Context: an optimization exercise on an open-source flow, tuned for small area and few clock cycles per item. The choices shown serve that exercise and are no tape-out recipe. The RTL was checked by simulation tests, not by an equivalence proof against the original design. No activity file was given, so power comes from the tool's default toggle rates.

## flow/constraint.sdc

```tcl
create_clock -name core_clock -period 5.0 [get_ports {clk}]
set_input_delay 1.0000 -clock core_clock [delete_from_list [all_inputs] [get_ports {clk}]]
set_output_delay 1.0000 -clock core_clock [all_outputs]
set_load 0.01 [all_outputs]
```

## flow/design.v

```verilog
`timescale 1ns / 1ps
`default_nettype none
package spq_pkg;
    localparam int PRIO_W           = 32;
    localparam int DATA_W           = 32;
    localparam int STATUS_W         = 2;
    localparam int OCC_W            = 5;
    localparam int DEFAULT_CAPACITY = 16;
    typedef enum logic [STATUS_W-1:0] {
        ST_OK    = 2'd0,
        ST_EMPTY = 2'd1,
        ST_FULL  = 2'd2
    } spq_status_t;
    typedef enum logic {
        KIND_ENQ = 1'b0,
        KIND_DEQ = 1'b1
    } spq_kind_t;
    typedef enum logic [1:0] {
        OP_HOLD,
        OP_ENQ,
        OP_DEQ
    } spq_op_t;
    typedef struct packed {
        spq_op_t                  op;
        logic signed [PRIO_W-1:0] prio;
        logic signed [DATA_W-1:0] value;
    } spq_cmd_t;
    typedef struct packed {
        logic                     valid;
        logic signed [PRIO_W-1:0] prio;
        logic signed [DATA_W-1:0] value;
    } spq_entry_t;
endpackage
`default_nettype wire
`timescale 1ns / 1ps
`default_nettype none
module spq_cell (
    input  wire logic                 clk,
    input  wire logic                 rst_n,
    input  wire spq_pkg::spq_cmd_t    cmd,
    input  wire spq_pkg::spq_entry_t  prev_entry,
    input  wire logic                 prev_keep,
    input  wire spq_pkg::spq_entry_t  next_entry,
    output spq_pkg::spq_entry_t       entry,
    output logic                      keep
);
    logic                               valid_reg;
    logic signed [spq_pkg::PRIO_W-1:0]  prio_reg;
    logic signed [spq_pkg::DATA_W-1:0]  value_reg;
    spq_pkg::spq_entry_t                entry_next;
    assign entry = {valid_reg, prio_reg, value_reg};
    assign keep = valid_reg && ($signed(prio_reg) >= $signed(cmd.prio));
    always_comb
    begin
        entry_next = entry;
        case (cmd.op)
            spq_pkg::OP_ENQ:
            begin
                if (keep)
                begin
                    entry_next = entry;
                end
                else if (prev_keep)
                begin
                    entry_next = {1'b1, cmd.prio, cmd.value};
                end
                else
                begin
                    entry_next = prev_entry;
                end
            end
            spq_pkg::OP_DEQ:
            begin
                entry_next = next_entry;
            end
            default:
            begin
                entry_next = entry;
            end
        endcase
    end
    always_ff @(posedge clk or negedge rst_n)
    begin
        if (!rst_n)
        begin
            valid_reg <= 1'b0;
        end
        else
        begin
            valid_reg <= entry_next.valid;
        end
    end
    always_ff @(posedge clk)
    begin
        prio_reg  <= entry_next.prio;
        value_reg <= entry_next.value;
    end
endmodule
`default_nettype wire
`timescale 1ns / 1ps
`default_nettype none
module spq_chain #(
    parameter int CAPACITY = spq_pkg::DEFAULT_CAPACITY
) (
    input  wire logic                 clk,
    input  wire logic                 rst_n,
    input  wire spq_pkg::spq_cmd_t    cmd,
    output spq_pkg::spq_entry_t       head,
    output spq_pkg::spq_entry_t       tail
);
    localparam int ENT_W = 1 + spq_pkg::PRIO_W + spq_pkg::DATA_W;
    logic [CAPACITY*ENT_W-1:0] ent;
    logic [CAPACITY-1:0]       kp;
    genvar i;
    generate
        for (i = 0; i < CAPACITY; i++)
        begin : g_cell
            spq_pkg::spq_entry_t prev_e;
            spq_pkg::spq_entry_t next_e;
            logic                prev_k;
            if (i == 0)
            begin : g_first
                assign prev_e = '0;
                assign prev_k = 1'b1;
            end
            else
            begin : g_mid
                assign prev_e = ent[(i-1)*ENT_W +: ENT_W];
                assign prev_k = kp[i-1];
            end
            if (i == CAPACITY - 1)
            begin : g_last
                assign next_e = '0;
            end
            else
            begin : g_inner
                assign next_e = ent[(i+1)*ENT_W +: ENT_W];
            end
            spq_cell u_cell (
                .clk        (clk),
                .rst_n      (rst_n),
                .cmd        (cmd),
                .prev_entry (prev_e),
                .prev_keep  (prev_k),
                .next_entry (next_e),
                .entry      (ent[i*ENT_W +: ENT_W]),
                .keep       (kp[i])
            );
        end
    endgenerate
    assign head = ent[0 +: ENT_W];
    assign tail = ent[(CAPACITY-1)*ENT_W +: ENT_W];
endmodule
`default_nettype wire
`timescale 1ns / 1ps
`default_nettype none
module stable_priority_queue #(
    parameter int CAPACITY = spq_pkg::DEFAULT_CAPACITY
) (
    input  wire logic                               clk,
    input  wire logic                               rst_n,
    input  wire logic                               req_valid,
    output logic                                    req_ready,
    input  wire logic                               req_kind,
    input  wire logic signed [spq_pkg::PRIO_W-1:0]  req_priority,
    input  wire logic signed [spq_pkg::DATA_W-1:0]  req_payload,
    output logic                                    rsp_valid,
    input  wire logic                               rsp_ready,
    output logic signed [spq_pkg::DATA_W-1:0]       rsp_value,
    output logic        [spq_pkg::STATUS_W-1:0]     rsp_status,
    output logic        [spq_pkg::OCC_W-1:0]        rsp_occupancy
);
    localparam int CNT_W = $clog2(CAPACITY + 1);
    logic [CNT_W-1:0]                   count_reg;
    logic [CNT_W-1:0]                   count_next;
    logic                               rsp_valid_reg;
    logic signed [spq_pkg::DATA_W-1:0]  rsp_value_reg;
    logic signed [spq_pkg::DATA_W-1:0]  rsp_value_next;
    logic [spq_pkg::STATUS_W-1:0]       rsp_status_reg;
    logic [spq_pkg::STATUS_W-1:0]       rsp_status_next;
    logic [spq_pkg::OCC_W-1:0]          rsp_occ_reg;
    spq_pkg::spq_cmd_t                  cmd;
    spq_pkg::spq_entry_t                head;
    spq_pkg::spq_entry_t                tail;
    logic                               accept;
    logic                               is_full;
    logic                               is_empty;
    assign req_ready = !rsp_valid_reg || rsp_ready;
    assign accept    = req_valid && req_ready;
    assign is_full  = (count_reg == CNT_W'(CAPACITY));
    assign is_empty = (count_reg == '0);
    always_comb
    begin
        cmd.op          = spq_pkg::OP_HOLD;
        cmd.prio        = req_priority;
        cmd.value       = req_payload;
        count_next      = count_reg;
        rsp_value_next  = '0;
        rsp_status_next = spq_pkg::ST_OK;
        if (accept)
        begin
            if (req_kind == spq_pkg::KIND_ENQ)
            begin
                if (is_full)
                begin
                    rsp_status_next = spq_pkg::ST_FULL;
                end
                else
                begin
                    cmd.op     = spq_pkg::OP_ENQ;
                    count_next = count_reg + 1'b1;
                end
            end
            else
            begin
                if (is_empty)
                begin
                    rsp_status_next = spq_pkg::ST_EMPTY;
                end
                else
                begin
                    cmd.op         = spq_pkg::OP_DEQ;
                    count_next     = count_reg - 1'b1;
                    rsp_value_next = head.value;
                end
            end
        end
    end
    spq_chain #(
        .CAPACITY (CAPACITY)
    ) u_chain (
        .clk   (clk),
        .rst_n (rst_n),
        .cmd   (cmd),
        .head  (head),
        .tail  (tail)
    );
    always_ff @(posedge clk or negedge rst_n)
    begin
        if (!rst_n)
        begin
            count_reg     <= '0;
            rsp_valid_reg <= 1'b0;
        end
        else
        begin
            count_reg <= count_next;
            if (accept)
            begin
                rsp_valid_reg <= 1'b1;
            end
            else if (rsp_ready)
            begin
                rsp_valid_reg <= 1'b0;
            end
        end
    end
    always_ff @(posedge clk)
    begin
        if (accept)
        begin
            rsp_value_reg  <= rsp_value_next;
            rsp_status_reg <= rsp_status_next;
            rsp_occ_reg    <= spq_pkg::OCC_W'(count_next);
        end
    end
    assign rsp_valid     = rsp_valid_reg;
    assign rsp_value     = rsp_value_reg;
    assign rsp_status    = rsp_status_reg;
    assign rsp_occupancy = rsp_occ_reg;
endmodule
`default_nettype wire
```

## flow/config.mk

```make
export PLATFORM = sky130hd
export DESIGN_NAME = stable_priority_queue
export DESIGN_NICKNAME = stable_priority_queue
export VERILOG_FILES = /design/flow/design.v
export SDC_FILE = /design/flow/constraint.sdc
export NUM_CORES = 4
export LEC_CHECK = 0
export CAP_MARGIN = 20
export CORE_MARGIN = 2
export CORE_UTILIZATION = 40
export PLACE_DENSITY = 0.6
export SLEW_MARGIN = 20
```

## flow/run.sh

```bash
#!/bin/bash
# synth_recipe.tcl (not shown) runs the flow's synth.tcl, then flattens the netlist and writes it again
# the make line also repeats each setting of config.mk as NAME=value (left out here)
make -C /OpenROAD-flow-scripts/flow DESIGN_CONFIG=/design/flow/config.mk WORK_HOME=/design/flow/orfs CLKGATE_MAP_FILE= SYNTH_SCRIPT=/design/flow/synth_recipe.tcl finish
```

==> results.txt <==
==> power by group through the flow <==
| stage | sequential, W | combinational [W] | clock, W |
|---|---|---|---|
| finish | 0.0150 | 0.0156 | 0.00977 |
| detailed placement | 0.0151 | 0.0150 | 0 |
| global route | 0.0151 | 0.0163 | 0.0101 |
| global placement | 0.0151 | 0.0146 | 0 |
| CTS | 0.0149 | 0.0150 | 0.00983 |
| floorplan | 0.0142 | 0.00877 | 0 |
==> cell families (layout without fill, tap and decap cells) <==
family | after synthesis | in the layout | share of synthesized area (%)
buffers and inverters | 755 | 912 | 4.43
flip-flops | 1085 | 1085 | 48.4
multiplexers | 131 | 131 | 1.96
AO/OA/AOI/OAI | 1703 | 1703 | 18.2
XOR/XNOR | 1 | 1 | 0.0131
adder cells (fa/ha/maj) | 514 | 514 | 9.59
other | 0 | 3 | 0
AND/OR/NAND/NOR | 2509 | 2509 | 17.4
==> metal layers <==
metal | routed length, um | GRT usage, % | part of all wire [%] | vias up
met5 | 51 | 0 | 0.018 | -
met4 | 18700 | 18.9 | 6.4 | 8
met2 | 127000 | 50.1 | 44 | 4330
met1 | 113000 | 43.6 | 39 | 30500
met3 | 30800 | 6.59 | 11 | 843
li1 | - | - | - | 26300
==> cells in the final DEF (no fill, tap or decap), drive strengths merged, types with 9 or more instances in the layout <==
cell and count:
nand4 489, and4 20, nor3 22, and2 45, a221oi 11, nor4 82
nor2b 17, nand2 1060, clkinv 60, clkbuf 161, o221ai 19, a21oi 324
dfrtp 22, nor2 378, nand3 358, a221o 138, o21a 14, a41oi 64
a21o 60, a211oi 81, edfxtp 1063, a21boi 9, inv 120, mux2i 129
o211ai 582, ha 514, buf 452, a31oi 141, o21ai 71, clkdlybuf4s50 109
o31ai 130, nand2b 14
==> worst max-delay path: stages <==
cell	delay, ns
clkdlybuf4s50_1	0.53
inv_1	0.29
ha_1	0.40
nand4_1	0.30
nor4_1	0.98
buf_4	0.31
o311ai_0	0.26
nand4_1	0.24
buf_12	0.24
and2_4	0.25
a21oi_4	0.10
buf_12	0.20
==> worst paths after layout <==
path / slack (ns) / end / start
setup / recovery: 0.30 / u_chain.g_cell[8].u_cell.prio_reg[15] / req_priority[24]
hold / removal: 0.53 / u_chain.g_cell[14].u_cell.valid_reg / u_chain.g_cell[15].u_cell.valid_reg
setup reg to reg: 0.83 / u_chain.g_cell[8].u_cell.prio_reg[15] / u_chain.g_cell[8].u_cell.prio_reg[30]
hold reg to reg: 0.53 / u_chain.g_cell[14].u_cell.valid_reg / u_chain.g_cell[15].u_cell.valid_reg
max in group asynchronous: 4.05 / u_chain.g_cell[5].u_cell.valid_reg / rst_n
min in group asynchronous: 0.58 / count_reg[4] / rst_n
==> layout make-up <==
class | instances | area [um2]
antenna | 3 | 7.51
clock buffer | 161 | 3500
clock inverter | 79 | 732
fill | 15300 | 88600
inverter | 111 | 420
multi-input combinational | 4858 | 32100
sequential | 1085 | 32500
tap | 2204 | 2760
timing repair buffer | 561 | 6210
==> stage by stage <==
step	TNS [ns]	std cells	worst slack, ns	power (W)
final	0	9062	0.298	0.0404
after floorplan	-94.09	6698	-0.416	0.0229
after global routing	0	9060	0.350	0.0416
after CTS	0	9059	0.453	0.0398
after detailed placement	-48.95	8819	-0.384	0.0300
after global placement	-46.23	8819	-0.318	0.0297
==> results by group <==
Clock tree
  – TritonCTS clock tree: built
  – Clock transition at path regs: roughly 0.06 ns
  – Root buf cell: clkbuf_16
  – Longest Clk Path Bufs: 3
  – Cts repair resizes: 0
  – CTS Sinks: 1085
  – CTS HTree Levels: 4
  – Post-CTS Setup Bufs: 0
  – CTS Hold Bufs: 0
  – Clock latency (worst-skew pair): 0.84 ns
  – CTS buffer count: between 100 and 150

Pwr
  – Sw Pwr: about 0.016 W
  – Peak supply drop: about 0.42 mV
  – Part of the power in registers: approximately 37%
  – Int Power: about 0.024 W
  – Clock share of power: around 24%
  – Pleak: 29.4 nW
  – Power density over cell area: a little over 500 nW/um2
  – Switching Share: 40.5%
  – Comb power frac: about two fifths

Timing
  – Fmax: about 0.21 GHz
  – Unrepaired setup endpoints after global routing: no
  – Worst-margin pin slew: 1.16 ns
  – Final setup viols: 0
  – Min Tclk post-route: between 4 and 5 ns
  – Slew HR: between 20% and 30%
  – Clock Skews: between 0.05 and 0.06 ns
  – Final-report hold violation count: 0
  – Tcrit/Tclk final: a little over nine tenths
  – Min Hold Slack: ~0.53 ns
  – Max-slew violations: 0

GRT
  – GR Overflow Total: 0
  – Gr usage total: about a third
  – Initial antenna violation count: 10
  – First-pass GRT wire length: about 410000 um
  – Vias in the first global route: a little under 60000
  – Largest net degree at the start of global routing: 172

Routing
  – Post-detailed-route wirelength per cell: 32.0 um
  – Vias: 62000
  – DRT antenna net count: 0
  – DRC violation count after routing: 0
  – Drt first pass iters: 8
  – Vias/cell: 6.84
  – Detailed Route Iter0 Violations: between 8000 and 9000
  – Routed wire length: between 200000 and 300000 um

Logic synthesis
  – Number of synthesized register bits: about 1100
  – Number of synthesized flops with an enable pin: 1063
  – Synth cell count leaders: edfxtp_1, nand2_1, o211ai_1, ha_1
  – Most frequent cell after synthesis: edfxtp_1
  – Synth cell types: 70
  – Area leader, netlist: edfxtp_1
  – Syn_area_per_cell: 10.0 um2
  – Share of the synthesized area in the top cell type: 47.6%
  – Mapped Area: around 67000 um2
  – Syn_nets: approximately 7300
  – Synth top area cells: edfxtp_1, ha_1, o211ai_1, nand2_1, nand4_1
  – Synth warn: 2
  – Post-Synthesis Cells: approximately 6700
  – Register area share after synthesis: 48.4%
  – Top_reg_cell synth: edfxtp_1
  – Post-synthesis async set-or-reset flop share: around 2.0%

Outcome
  – Status: finished clean

Floorplanning
  – Core area: between 150000 and 200000 um2
  – Total die area: about 170000 um2
  – Num ports: 110
  – Core Rows: 150
  – Die Wd: between 400 and 500 um
  – Die span in y: 413 um
  – Initial Util: about two fifths

Critical path
  – Critical path type: in -> reg
  – FF-to-FF path depth: 11
  – Worst Setup End Kind: flop
  – Critical Path RT: 5.50 ns
  – Crit-path max FO: 30
  – Arrival time at the worst endpoint: between 5 and 6 ns
  – Setup crit start kind: primary input

Layout
  – Final net count: 7332
  – Final non-filler cell area: between 70000 and 80000 um2
  – Ratio of cells with drive above 1 in the final layout: 10.4%
  – Util after Layout: a little under half
  – Syn-to-layout area delta: 16.6%

Worst hold path
  – Min-Delay Path Class: reg -> reg
  – Worst Hold Depth: 2

Placed design
  – DP Area: roughly 74000 um2
  – Gpl congestion: about 1.0
  – Post-DP HPWL: about 200000 um
  – Number of I/O port buffers: 109

Flow run
  – Max_cap viols: 0
Testbench counts, summed over its fixed seeds: cycles 24,008, items 24,000.

-- separate check: timing with driven ports --
In the flow no input, the clock included, has a driving cell. The finished layout below was timed again as built, in two steps. Step 1 (the two cells are an assumption about what drives the block):
set clk [get_ports {clk}]
set_driving_cell -lib_cell sky130_fd_sc_hd__clkbuf_16 $clk
set_driving_cell -lib_cell sky130_fd_sc_hd__buf_2 [delete_from_list [all_inputs] $clk]
Step 2 moves the port delays by t, midway between the first and last clock arrival at a register: inputs arrive t later, outputs are due t later. That takes back most of the time a late clock gives input paths. Three values: ideal ports, drivers, drivers and shift; two values: the first two.
t, ns: 0.897
slack for setup (ns): 0.298 / 0.351 / -0.545
worst slew at a driven data input, ns: 0.18
Met with ideal ports but missed after step 2: setup timing in this run. For this run, drivers alone change the setup slack by +0.053 ns; drivers and shift together by -0.843 ns.
